Source: an optimization exercise on an open RTL-to-GDS flow (aim: small area). Production flows keep margins and buffers that such runs may drop. Only simulation tests tie the RTL to the original design; equivalence was not proved. Power and IR drop assume default switching activity. The clock port is modelled as an ideal driver; clocking choices that lean on that would not hold on a real chip.

Setup of indigo:
==> flow/design.v (excerpt) <==
module isp_demosaic (
    input  logic pclk,
    input  logic rst_n,
    input  logic in_vsync,
    input  logic in_href,
    input  demosaic_pixel_pkg::pix_t in_raw,
    output logic out_href,
    output logic out_vsync,
    output demosaic_pixel_pkg::pix_t out_r,
    output demosaic_pixel_pkg::pix_t out_g,
    output demosaic_pixel_pkg::pix_t out_b
);
localparam int D  = 5;     
localparam int SR = 48;    
localparam int GF = 8;     
function automatic logic [8:0] add8(input logic [7:0] a, input logic [7:0] b, input logic cin);
    logic c;
    c = cin;
    for (int i = 0; i < 8; i++) begin
        add8[i] = a[i] ^ b[i] ^ c;
        c = (a[i] & b[i]) | (a[i] & c) | (b[i] & c);
    end
    add8[8] = c;
endfunction
function automatic logic [9:0] add9(input logic [8:0] a, input logic [8:0] b, input logic cin);
    logic c;
    c = cin;
    for (int i = 0; i < 9; i++) begin
        add9[i] = a[i] ^ b[i] ^ c;
        c = (a[i] & b[i]) | (a[i] & c) | (b[i] & c);
    end
    add9[9] = c;
endfunction
function automatic logic [10:0] add10(input logic [9:0] a, input logic [9:0] b, input logic cin);
    logic c;
    c = cin;
    for (int i = 0; i < 10; i++) begin
        add10[i] = a[i] ^ b[i] ^ c;
        c = (a[i] & b[i]) | (a[i] & c) | (b[i] & c);
    end
    add10[10] = c;
endfunction
function automatic logic [17:0] gsel(input logic [7:0] l, input logic [7:0] r,
                                     input logic [7:0] u, input logic [7:0] d);
    logic [8:0] sh, sv, eh, ev;
    logic [7:0] dh, dv;
    logic       lt, gt;
    sh = add8(l, r, 1'b0);
    sv = add8(u, d, 1'b0);
    eh = add8(l, ~r, 1'b1);        
    ev = add8(u, ~d, 1'b1);
    dh = eh[8] ? eh[7:0] : -eh[7:0];
    dv = ev[8] ? ev[7:0] : -ev[7:0];
    lt = dh < dv;
    gt = dv < dh;
    gsel = {gt ? sv : sh, lt ? sh : sv};    
endfunction
function automatic logic [7:0] clamp_sub(input logic [8:0] p, input logic [7:0] m);
    logic [10:0] d;
    d = add10({1'b0, p}, {2'b11, ~m}, 1'b1);    
    clamp_sub = d[9] ? 8'h00 : d[8] ? 8'hff : d[7:0];
endfunction
logic [7:0] raw_d [1:D];
logic [D:1] hr_d;
logic [D:1] vs_d;
always_ff @(posedge pclk) begin
  ...
Size: ~1200 cells after synthesis, roughly 580 flip-flops, ~38 I/O pins, about 22000 um^2 of cells after synthesis.
Settings: LEC_CHECK=0, CAP_MARGIN=5, CORE_MARGIN=2, CORE_UTILIZATION=40, CTS_BUF_LIST=sky130_fd_sc_hd__clkbuf_16, CTS_CLUSTER_DIAMETER=100, CTS_CLUSTER_SIZE=30, SLEW_MARGIN=5, TNS_END_PERCENT=0; clock period 8.0 ns.
run.sh (not shown) runs the stock make flow with config.mk's settings and CLKGATE_MAP_FILE= SYNTH_SCRIPT=/design/flow/synth_recipe.tcl, a recipe that flattens the netlist after the stock synthesis.
indigo: done, clean on timing, DRC and antenna
## Diff of input files: cedar against indigo
Settings: a change of SLEW_MARGIN from 5 to 20; a change of CAP_MARGIN from 5 to 20; a deleted TNS_END_PERCENT that had been 0.
==> flow/flow/run.sh (new file) <==
#!/bin/bash
# Own flow: the standard layout (standard synthesis unchanged), with plain
# buf_1 cells as the port buffers and no dummy loads in the clock tree.
set -euo pipefail
bash standard.sh \
  "BUFFER_PORTS_ARGS=-buffer_cell sky130_fd_sc_hd__buf_1" \
  "CTS_ARGS=-sink_clustering_enable -repair_clock_nets -buf_list sky130_fd_sc_hd__clkbuf_16 -sink_clustering_size 30 -sink_clustering_max_diameter 100 -dont_use_dummy_load" \
  finish > standard.log 2>&1
==> flow/standard.sh (new file) <==
#!/bin/bash
# synth_recipe.tcl (not shown) runs the flow's synth.tcl, then flattens the netlist and writes it again
# the make line also repeats each setting of config.mk as NAME=value (left out here)
make -C /OpenROAD-flow-scripts/flow DESIGN_CONFIG=/design/flow/config.mk WORK_HOME=/design/flow/orfs CLKGATE_MAP_FILE= SYNTH_SCRIPT=/design/flow/synth_recipe.tcl "${@:-finish}"
removed: flow/run.sh
==> notes.md <==
Looking only at part of the cycle the worst path needs, and setting everything else aside, the higher value of cedar and indigo goes to cedar.
cedar: relative area change from synthesis to final layout 1.2 points below indigo
Looking at hold slack across cedar and indigo, the one that comes out higher is indigo.
Measured against each other, cedar and indigo differ in relative contribution of combinational cells to total power, the higher figure coming from indigo.
Cmp cedar vs indigo: met2 layer wire length in the routed design lower in cedar
Compared with indigo, the detailed router inserted fewer vias in cedar.
Taking indigo as the reference, in cedar clock network fraction of design power lower, final cell count now sits lower, register fraction of the total cell area went up 0.81 points.
The count of non-CTS buffers in the layout in indigo is 0.944 times that in cedar.
Diff indigo -> cedar | fill cell total of the finished layout | down slightly
Input-level comparison between raven and cedar:
==> flow/run.sh (new file) <==
#!/bin/bash
# synth_recipe.tcl (not shown) runs the flow's synth.tcl, then flattens the netlist and writes it again
# the make line also repeats each setting of config.mk as NAME=value (left out here)
make -C /OpenROAD-flow-scripts/flow DESIGN_CONFIG=/design/flow/config.mk WORK_HOME=/design/flow/orfs CLKGATE_MAP_FILE= SYNTH_SCRIPT=/design/flow/synth_recipe.tcl finish
removed: flow/flow/run.sh
removed: flow/standard.sh
[summary]
- Area share of fa/ha/maj cells after synthesis came out exactly the same in cedar and raven.
- Total power for raven: 1.9% up relative to cedar
- Looking at most used routing layer in global routing, the met2 result is from raven; the met1 one comes from cedar.
- Compared with cedar, in raven count of placed standard cells in the final layout, fillers left out went up by 16; wire length reported by the detailed router went up by about 1.6%.
## Diff of input files: nickel against raven
Settings: GPL_TIMING_DRIVEN newly set to 0; GPL_ROUTABILITY_DRIVEN newly set to 0.
--- outcome ---
- Looking at the reports, nickel completed the entire flow and the layout it produced met the timing, DRC and antenna checks.
- Final worst-path cycle share came out higher on nickel than on raven.
- Summary — sequential share of layout area, nickel relative to raven: lower, by 1.9 points.
- Diff nickel..raven | flip-flop and latch count | unchanged
- | post-detailed-route via-to-cell ratio | raven vs nickel | ≈ equal |
- Between nickel and raven, the difference in clock skew is negligible.
- nickel against raven: logic gate share of total power went up 2.6 points, signal arrival time at the worst endpoint rose 2.06 ns, antenna diode count shows an increase of 1.
Changes in garnet relative to nickel:
Settings: GPL_TIMING_DRIVEN no longer set, was 0; GPL_ROUTABILITY_DRIVEN no longer set, was 0.
==> flow/flow/run.sh (new file) <==
#!/bin/bash
# Own flow: the standard layout (standard synthesis unchanged), with plain
# buf_1 cells as the port buffers and no dummy loads in the clock tree.
set -euo pipefail
bash standard.sh \
  "BUFFER_PORTS_ARGS=-buffer_cell sky130_fd_sc_hd__buf_1" \
  "CTS_ARGS=-sink_clustering_enable -repair_clock_nets -buf_list sky130_fd_sc_hd__clkbuf_16 -sink_clustering_size 34 -sink_clustering_max_diameter 100 -dont_use_dummy_load" \
  finish > standard.log 2>&1
==> flow/standard.sh (new file) <==
#!/bin/bash
# synth_recipe.tcl (not shown) runs the flow's synth.tcl, then flattens the netlist and writes it again
# the make line also repeats each setting of config.mk as NAME=value (left out here)
make -C /OpenROAD-flow-scripts/flow DESIGN_CONFIG=/design/flow/config.mk WORK_HOME=/design/flow/orfs CLKGATE_MAP_FILE= SYNTH_SCRIPT=/design/flow/synth_recipe.tcl "${@:-finish}"
removed: flow/run.sh
garnet finished end to end and its layout was clean on timing, DRC and antenna. Run comparison: garnet critical path class reg -> out; nickel critical path class reg -> reg. From nickel to garnet the numbers moved as follows: met1 usage in global routing dropped 0.52 points; fmax barely changed; detailed-routed wire length on met3 dropped 100 um; power dropped 6.2%; number of stages on the worst setup path dropped about 40%.
Setup changes, garnet to amber
Settings: an added PLACE_DENSITY of 0.75.
diff --git a/flow/flow/run.sh b/flow/flow/run.sh
--- a/flow/flow/run.sh
+++ b/flow/flow/run.sh
@@ -7 +7 @@
-  "CTS_ARGS=-sink_clustering_enable -repair_clock_nets -buf_list sky130_fd_sc_hd__clkbuf_16 -sink_clustering_size 34 -sink_clustering_max_diameter 100 -dont_use_dummy_load" \
+  "CTS_ARGS=-sink_clustering_enable -repair_clock_nets -buf_list sky130_fd_sc_hd__clkbuf_16 -sink_clustering_size 40 -sink_clustering_max_diameter 60 -dont_use_dummy_load" \
### Flow results
Summary — share of total power in combinational logic, amber relative to garnet: lower, by 0.2 points. Final cell area: amber above garnet. Between amber and garnet, it is amber whose pre-CTS setup slack is higher, by 0.048 ns. The sequential share of layout area number comes out higher for garnet vs amber.

==> what the ideal ports hide <==
In the flow no input, the clock included, has a driving cell. The finished layouts below were timed again as built, in two steps. Step 1, drivers: a clkbuf_16 drives pclk and a buf_2 each remaining input, both assumed. Step 2 moves the port delays by t, midway between the first and last clock arrival at a register: inputs arrive t later, outputs are due t later. That takes back most of the time a late clock gives input paths. a / b / c = ideal ports / drivers / drivers and shift; a / b = the first two.
run	t (ns)	slack for setup (ns)	clock arrival spread, ns	worst slew at a driven data input, ns
indigo	0.616	0.279 / 0.227 / 0.425	0.020 / 0.020	0.03
cedar	0.592	0.217 / 0.165 / 0.385	0.054 / 0.054	0.03
raven	0.615	0.317 / 0.265 / 0.444	0.019 / 0.018	0.03
nickel	0.621	0.201 / 0.155 / 0.201	0.020 / 0.020	0.03
garnet	0.592	0.218 / 0.164 / 0.305	0.063 / 0.063	0.03
amber	0.612	0.282 / 0.231 / 0.294	0.064 / 0.064	0.04
After both steps every run listed still meets setup and hold.
